What follows belongs to an exercise in optimizing a design on an open flow for small area, a short achievable clock period and few clock cycles per item; a production flow would make more cautious choices. Where RTL was checked, it was by simulation tests only, not by an equivalence proof against the original. Power is estimated from default activity; no workload was simulated.

## run 1
// unordered_value_table_unit
module unordered_value_table_unit #(
    parameter int DEPTH = 16
) (
    input  logic                aclk,
    input  logic                aresetn,
    input  logic                s_tvalid,
    output logic                s_tready,
    input  logic [uvt_pkg::InDataW-1:0]  s_tdata,
    output logic                m_tvalid,
    input  logic                m_tready,
    output logic [uvt_pkg::OutDataW-1:0] m_tdata
);
==> module unordered_value_table_unit, before the edit <==
module unordered_value_table_unit #(
    parameter int DEPTH = 16
) (
    input  logic                aclk,
    input  logic                aresetn,
    input  logic                s_tvalid,
    output logic                s_tready,
    input  logic [uvt_pkg::InDataW-1:0]  s_tdata,
    output logic                m_tvalid,
    input  logic                m_tready,
    output logic [uvt_pkg::OutDataW-1:0] m_tdata
);
    localparam int AW = $clog2(DEPTH);
    localparam int CW = $clog2(DEPTH + 1);
    localparam int RW = StatusW + FoundW + CountW;
    logic              s_tready_reg;
    logic              e_valid;
    logic [CmdW-1:0]   e_cmd;
    logic [ValueW-1:0] e_val;
    logic [DEPTH-1:0]  e_eq;
    logic [DEPTH-1:0]  e_fix_sel;    
    logic              e_fix_val;    
    logic [CW-1:0]     cnt_reg;
    logic [DEPTH-1:0]  occ;
    logic [DEPTH-1:0]  last_sel;
    logic [1:0]        q_n;
    logic [RW-1:0]     q_head;
    logic [RW-1:0]     q_tail;
    logic              accept;
    logic              fire;
    logic              pop;
    logic [1:0]        q_n_next;
    logic              e_valid_next;
    assign accept = s_tvalid && s_tready_reg;
    assign fire   = e_valid && !q_n[1];
    assign pop    = q_n != 2'd0 && m_tready;
    assign q_n_next     = q_n - 2'(pop) + 2'(fire);
    assign e_valid_next = accept || (e_valid && !fire);
    assign s_tready = s_tready_reg;
    assign m_tvalid = q_n != 2'd0;
    assign m_tdata  = {{(OutDataW-RW){1'b0}}, q_head};
    logic [CmdW-1:0]   s_cmd;
    logic [ValueW-1:0] s_val;
    logic [DEPTH-1:0]  c_eq;
    logic              c_fix_eq;
    logic [ValueW-1:0] last_val;
    assign s_cmd     = s_tdata[CmdW-1:0];
    assign s_val     = s_tdata[CmdW+ValueW-1:CmdW];
    assign c_fix_eq  = s_val == wdata;
    logic              is_app, is_pop, is_loc, is_rem;
    logic [DEPTH-1:0]  eq;
    logic [DEPTH-1:0]  hit;
    logic [DEPTH-1:0]  first;
    logic [DEPTH-1:0]  app_sel;
    logic [DEPTH-1:0]  we;
    logic [ValueW-1:0] wdata;
    logic              any_hit;
    logic [AW-1:0]     fidx;
    logic              empty, full;
    logic              grow, shrink;
    logic [CW-1:0]     cnt_next;
    logic [DEPTH-1:0]  occ_next;
    logic [DEPTH-1:0]  last_next;
    logic [StatusW-1:0] stat;
    logic [RW-1:0]     res;
    assign is_app = e_cmd == CMD_APPEND;
    assign is_pop = e_cmd == CMD_POP;
    assign is_loc = e_cmd == CMD_LOCATE;
    assign is_rem = e_cmd == CMD_REMOVE;
    assign empty  = !occ[0];
    assign full   = occ[DEPTH-1];
    always_comb begin
        eq = (e_eq & ~e_fix_sel) | (e_fix_sel & {DEPTH{e_fix_val}});
        hit = eq & occ;
        first = '0;
        fidx = '0;
        for (int j = DEPTH - 1; j >= 0; j--) begin
            if (hit[j]) begin
                first = '0;
                first[j] = 1'b1;
                fidx = AW'(j);
            end
        end
        any_hit = |hit;
        app_sel = {last_sel[DEPTH-2:0], empty};
    end
    assign wdata = is_rem ? last_val : e_val;
    assign we    = fire ? (is_app ? app_sel : is_rem ? first : '0) : '0;
    assign grow   = is_app && !full;
    assign shrink = (is_pop && !empty) || (is_rem && any_hit);
    always_comb begin
        cnt_next  = cnt_reg;
        occ_next  = occ;
        last_next = last_sel;
        if (grow) begin
            cnt_next  = cnt_reg + CW'(1);
            occ_next  = {occ[DEPTH-2:0], 1'b1};
            last_next = app_sel;
        end else if (shrink) begin
            cnt_next  = cnt_reg - CW'(1);
            occ_next  = {1'b0, occ[DEPTH-1:1]};
            last_next = {1'b0, last_sel[DEPTH-1:1]};
        end
    end
    always_comb begin
        if (is_app) stat = full ? STAT_FULL : STAT_OK;
        else if (empty) stat = STAT_EMPTY;
        else if (is_pop || any_hit) stat = STAT_OK;
        else stat = STAT_NOT_FOUND;
    end
    assign res = {cnt_next, (is_loc || is_rem) ? fidx : AW'(0), stat};
    uvt_ram #(
        .WIDTH(ValueW),
        .DEPTH(DEPTH)
    ) u_entries (
        .aclk  (aclk),
        .we    (we),
        .wdata (wdata),
        .lsel  (last_sel),
        .key   (s_val),
        .eq    (c_eq),
        .rdata (last_val)
    );
    always_ff @(posedge aclk) begin
        if (!aresetn) begin
            e_valid      <= 1'b0;
            s_tready_reg <= 1'b1;
            cnt_reg      <= '0;
            occ          <= '0;
            last_sel     <= '0;
            q_n          <= 2'd0;
        end else begin
            e_valid      <= e_valid_next;
            s_tready_reg <= !e_valid_next || !q_n_next[1];
            if (fire) begin
                cnt_reg  <= cnt_next;
                occ      <= occ_next;
                last_sel <= last_next;
            end
            q_n <= q_n_next;
        end
    end
    always_ff @(posedge aclk) begin
        if (accept) begin
            e_cmd     <= s_cmd;
            e_val     <= s_val;
            e_eq      <= c_eq;
            e_fix_sel <= we;
            e_fix_val <= c_fix_eq;
        end
        if (q_n == 2'd0 || (q_n == 2'd1 && pop)) begin
            if (fire) q_head <= res;
        end else if (q_n == 2'd2 && pop) begin
            q_head <= q_tail;
        end
        if (fire && q_n == 2'd1 && !pop) q_tail <= res;
    end
endmodule
Settings: LEC_CHECK=0, CAP_MARGIN=20, CORE_MARGIN=2, CORE_UTILIZATION=40, CTS_BUF_LIST=sky130_fd_sc_hd__clkbuf_8, CTS_CLUSTER_DIAMETER=50, CTS_CLUSTER_SIZE=16, PLACE_DENSITY=0.6, SETUP_SLACK_MARGIN=2.3, SLEW_MARGIN=20; clock period 5.0 ns.
standard.sh (not shown) runs the stock make flow with config.mk's settings and CLKGATE_MAP_FILE= SYNTH_SCRIPT=/design/flow/synth_recipe.tcl, a recipe that flattens the netlist after the stock synthesis.
==> flow/flow/run.sh <==
#!/bin/bash
# Standard layout, but with ports buffered by a plain buffer instead of the
# default pick.
set -euo pipefail
export BUFFER_PORTS_ARGS="-buffer_cell sky130_fd_sc_hd__buf_4"
cp standard.sh standard_copy.sh.log
bash standard.sh > standard.log 2>&1
Testbench counts of run 1, summed over its fixed seeds: cycles 12,016, items 12,000.
#### Input delta (run 2 over run 1)
-- flow/design.v --
<<< run 1, line 130
        eq = (e_eq & ~e_fix_sel) | (e_fix_sel & {DEPTH{e_fix_val}});
        hit = eq & occ;
        first = '0;
        fidx = '0;
        for (int j = DEPTH - 1; j >= 0; j--) begin
            if (hit[j]) begin
                first = '0;
                first[j] = 1'b1;
                fidx = AW'(j);
            end
        end
>>> run 2, line 130
        eq = (e_eq & ~e_fix_sel) | (e_fix_sel & {DEPTH{e_fix_val}});
        hit = eq & occ;
        for (int j = 0; j < DEPTH; j++) begin
            first[j] = hit[j] && !(|(hit & ((DEPTH)'(1) << j) - (DEPTH)'(1)));
        end
        fidx = '0;
        for (int b = 0; b < AW; b++) begin
            for (int j = 0; j < DEPTH; j++) begin
                if (j[b]) fidx[b] = fidx[b] | first[j];
            end
        end
Findings:
- There was hardly any difference in portion of netlist area occupied by mux cells between run 1 and run 2.
- Diff run 1 -> run 2: maximum frequency moved down, full die area moved down, number of global-route vias before repair moved up, data arrival time of the worst path moved up.
- Going from run 1 to run 2, power +2.4%, cell depth of the worst setup path climbed 8, synthesized cell count picked up an extra 1.0%, setup slack of the critical path after layout shows a reduction of 0.30 ns.
- Per the comparison of run 2 with run 1, average cell area after synthesis saw a decrease; largest net degree at the start of global routing saw a decrease.
The RTL of run 2 was laid out without a check of its function.

* * *

Setup of the baseline:
The RTL this note starts from:
==> flow/design.v <==
`timescale 1ns / 1ps
package uvt_pkg;
    localparam int CmdW    = 2;
    localparam int ValueW  = 32;
    localparam int StatusW = 2;
    localparam int FoundW  = 4;
    localparam int CountW  = 5;
    localparam int InDataW  = 40;
    localparam int OutDataW = 16;
    typedef enum logic [CmdW-1:0] {
        CMD_APPEND = 2'd0,
        CMD_POP    = 2'd1,
        CMD_LOCATE = 2'd2,
        CMD_REMOVE = 2'd3
    } uvt_cmd_t;
    typedef enum logic [StatusW-1:0] {
        STAT_OK        = 2'd0,
        STAT_NOT_FOUND = 2'd1,
        STAT_FULL      = 2'd2,
        STAT_EMPTY     = 2'd3
    } uvt_status_t;
    typedef enum logic [1:0] {
        ST_IDLE,
        ST_SCAN,
        ST_MOVE,
        ST_RESP
    } uvt_state_t;
endpackage
`timescale 1ns / 1ps
module uvt_ram #(
    parameter int WIDTH = 32,
    parameter int DEPTH = 16
) (
    input  logic                     aclk,
    input  logic [DEPTH-1:0]         we,      
    input  logic [WIDTH-1:0]         wdata,   
    input  logic [DEPTH-1:0]         lsel,    
    input  logic [WIDTH-1:0]         key,     
    output logic [DEPTH-1:0]         eq,      
    output logic [WIDTH-1:0]         rdata    
);
    logic [WIDTH-1:0] mem [DEPTH];
    always_ff @(posedge aclk) begin
        for (int j = 0; j < DEPTH; j++) begin
            if (we[j]) mem[j] <= wdata;
        end
    end
    always_comb begin
        rdata = '0;
        for (int j = 0; j < DEPTH; j++) begin
            eq[j] = (mem[j] == key);
            rdata = rdata | (mem[j] & {WIDTH{lsel[j]}});
        end
    end
endmodule
`timescale 1ns / 1ps
import uvt_pkg::*;
module unordered_value_table_unit #(
    parameter int DEPTH = 16
) (
    input  logic                aclk,
    input  logic                aresetn,
    input  logic                s_tvalid,
    output logic                s_tready,
    input  logic [uvt_pkg::InDataW-1:0]  s_tdata,
    output logic                m_tvalid,
    input  logic                m_tready,
    output logic [uvt_pkg::OutDataW-1:0] m_tdata
);
    localparam int AW = $clog2(DEPTH);
    localparam int CW = $clog2(DEPTH + 1);
    localparam int RW = StatusW + FoundW + CountW;
    logic              s_tready_reg;
    logic              e_valid;
    logic [CmdW-1:0]   e_cmd;
    logic [ValueW-1:0] e_val;
    logic [DEPTH-1:0]  e_eq;
    logic [DEPTH-1:0]  e_fix_sel;    
    logic              e_fix_val;    
    logic [CW-1:0]     cnt_reg;
    logic [DEPTH-1:0]  occ;
    logic [DEPTH-1:0]  last_sel;
    logic [1:0]        q_n;
    logic [RW-1:0]     q_head;
    logic [RW-1:0]     q_tail;
    logic              accept;
    logic              fire;
    logic              pop;
    logic [1:0]        q_n_next;
    logic              e_valid_next;
    assign accept = s_tvalid && s_tready_reg;
    assign fire   = e_valid && !q_n[1];
    assign pop    = q_n != 2'd0 && m_tready;
    assign q_n_next     = q_n - 2'(pop) + 2'(fire);
    assign e_valid_next = accept || (e_valid && !fire);
    assign s_tready = s_tready_reg;
    assign m_tvalid = q_n != 2'd0;
    assign m_tdata  = {{(OutDataW-RW){1'b0}}, q_head};
    logic [CmdW-1:0]   s_cmd;
    logic [ValueW-1:0] s_val;
    logic [DEPTH-1:0]  c_eq;
    logic              c_fix_eq;
    logic [ValueW-1:0] last_val;
    assign s_cmd     = s_tdata[CmdW-1:0];
    assign s_val     = s_tdata[CmdW+ValueW-1:CmdW];
    assign c_fix_eq  = s_val == wdata;
    logic              is_app, is_pop, is_loc, is_rem;
    logic [DEPTH-1:0]  eq;
    logic [DEPTH-1:0]  hit;
    logic [DEPTH-1:0]  first;
    logic [DEPTH-1:0]  app_sel;
    logic [DEPTH-1:0]  we;
    logic [ValueW-1:0] wdata;
    logic              any_hit;
    logic [AW-1:0]     fidx;
    logic              empty, full;
    logic              grow, shrink;
    logic [CW-1:0]     cnt_next;
    logic [DEPTH-1:0]  occ_next;
    logic [DEPTH-1:0]  last_next;
    logic [StatusW-1:0] stat;
    logic [RW-1:0]     res;
    assign is_app = e_cmd == CMD_APPEND;
    assign is_pop = e_cmd == CMD_POP;
    assign is_loc = e_cmd == CMD_LOCATE;
    assign is_rem = e_cmd == CMD_REMOVE;
    assign empty  = !occ[0];
    assign full   = occ[DEPTH-1];
    always_comb begin
        eq = (e_eq & ~e_fix_sel) | (e_fix_sel & {DEPTH{e_fix_val}});
        hit = eq & occ;
        first = '0;
        fidx = '0;
        for (int j = DEPTH - 1; j >= 0; j--) begin
            if (hit[j]) begin
                first = '0;
                first[j] = 1'b1;
                fidx = AW'(j);
            end
        end
        any_hit = |hit;
        app_sel = {last_sel[DEPTH-2:0], empty};
    end
    assign wdata = is_rem ? last_val : e_val;
    assign we    = fire ? (is_app ? app_sel : is_rem ? first : '0) : '0;
    assign grow   = is_app && !full;
    assign shrink = (is_pop && !empty) || (is_rem && any_hit);
    always_comb begin
        cnt_next  = cnt_reg;
        occ_next  = occ;
        last_next = last_sel;
        if (grow) begin
            cnt_next  = cnt_reg + CW'(1);
            occ_next  = {occ[DEPTH-2:0], 1'b1};
            last_next = app_sel;
        end else if (shrink) begin
            cnt_next  = cnt_reg - CW'(1);
            occ_next  = {1'b0, occ[DEPTH-1:1]};
            last_next = {1'b0, last_sel[DEPTH-1:1]};
        end
    end
    always_comb begin
        if (is_app) stat = full ? STAT_FULL : STAT_OK;
        else if (empty) stat = STAT_EMPTY;
        else if (is_pop || any_hit) stat = STAT_OK;
        else stat = STAT_NOT_FOUND;
    end
    assign res = {cnt_next, (is_loc || is_rem) ? fidx : AW'(0), stat};
    uvt_ram #(
        .WIDTH(ValueW),
        .DEPTH(DEPTH)
    ) u_entries (
        .aclk  (aclk),
        .we    (we),
        .wdata (wdata),
        .lsel  (last_sel),
        .key   (s_val),
        .eq    (c_eq),
        .rdata (last_val)
    );
    always_ff @(posedge aclk) begin
        if (!aresetn) begin
            e_valid      <= 1'b0;
            s_tready_reg <= 1'b1;
            cnt_reg      <= '0;
            occ          <= '0;
            last_sel     <= '0;
            q_n          <= 2'd0;
        end else begin
            e_valid      <= e_valid_next;
            s_tready_reg <= !e_valid_next || !q_n_next[1];
            if (fire) begin
                cnt_reg  <= cnt_next;
                occ      <= occ_next;
                last_sel <= last_next;
            end
            q_n <= q_n_next;
        end
    end
    always_ff @(posedge aclk) begin
        if (accept) begin
            e_cmd     <= s_cmd;
            e_val     <= s_val;
            e_eq      <= c_eq;
            e_fix_sel <= we;
            e_fix_val <= c_fix_eq;
        end
        if (q_n == 2'd0 || (q_n == 2'd1 && pop)) begin
            if (fire) q_head <= res;
        end else if (q_n == 2'd2 && pop) begin
            q_head <= q_tail;
        end
        if (fire && q_n == 2'd1 && !pop) q_tail <= res;
    end
endmodule
Settings: LEC_CHECK=0, CAP_MARGIN=20, CORE_MARGIN=2, CORE_UTILIZATION=40, PLACE_DENSITY=0.6, SETUP_SLACK_MARGIN=2.3, SLEW_MARGIN=20; clock period 5.0 ns.
Scripts as last shown in full above: flow/flow/run.sh
Testbench counts of the baseline, summed over its fixed seeds: cycles 12,016, items 12,000.
Here is what was changed in the inputs of the candidate compared with the baseline.
diff --git a/flow/design.v b/flow/design.v
--- a/flow/design.v
+++ b/flow/design.v
@@ -130,11 +130,11 @@
         eq = (e_eq & ~e_fix_sel) | (e_fix_sel & {DEPTH{e_fix_val}});
         hit = eq & occ;
-        first = '0;
+        for (int j = 0; j < DEPTH; j++) begin
+            first[j] = hit[j] && !(|(hit & ((DEPTH)'(1) << j) - (DEPTH)'(1)));
+        end
         fidx = '0;
-        for (int j = DEPTH - 1; j >= 0; j--) begin
-            if (hit[j]) begin
-                first = '0;
-                first[j] = 1'b1;
-                fidx = AW'(j);
+        for (int b = 0; b < AW; b++) begin
+            for (int j = 0; j < DEPTH; j++) begin
+                if (j[b]) fidx[b] = fidx[b] | first[j];
             end
         end
Notes after the runs:
- The candidate finished every stage and its layout cleared the timing, design-rule and antenna checks.
- The candidate vs the baseline — non-clock buffering overhead in the final layout rose 5.3 points.
- Changes observed in the candidate relative to the baseline: area added between synthesis and finish increased 9.8 points, power shows an increase of 5.0%, via count picked up an extra 2070.
- Relative to the baseline, share of the cycle needed by the critical path after routing has gone up in the candidate.
- On post-layout utilization of the core: between the baseline and the candidate, it ends up higher for the candidate.
- Looking at final routed wirelength across all metal layers, the candidate sits above the baseline.
For the candidate, only the layout was checked, not whether the RTL still works.

port drivers added, routing unchanged:
In the flow no input, the clock included, has a driving cell. The finished layouts below were timed again as built, in two steps.
Step 1 assumes that a clkbuf_16 drives the clock port and a buf_2 every other input.
Step 2 times the ports against the registers' clock, not the clock port: input delays grow and output delays shrink by t, the midpoint of the rising clock arrivals with the driver on.
Slacks: ideal ports / drivers / drivers and shift; pairs: ideal ports / drivers.
run | t (ns) | setup WS [ns] | hold slack, ns
run 1 | 0.774 | 2.146 / 2.194 / 1.420 | 0.452 / 0.410 / 0.527
run 2 | 0.794 | 1.847 / 1.847 / 1.402 | 0.457 / 0.424 / 0.499
the baseline | 0.690 | 2.183 / 2.222 / 1.537 | 0.523 / 0.504 / 0.523
the candidate | 0.720 | 1.829 / 1.829 / 1.377 | 0.495 / 0.495 / 0.495
After both steps every run listed still meets setup and hold. For run 1, which loses most, drivers alone change the setup slack by +0.048 ns; drivers and shift together by -0.726 ns.
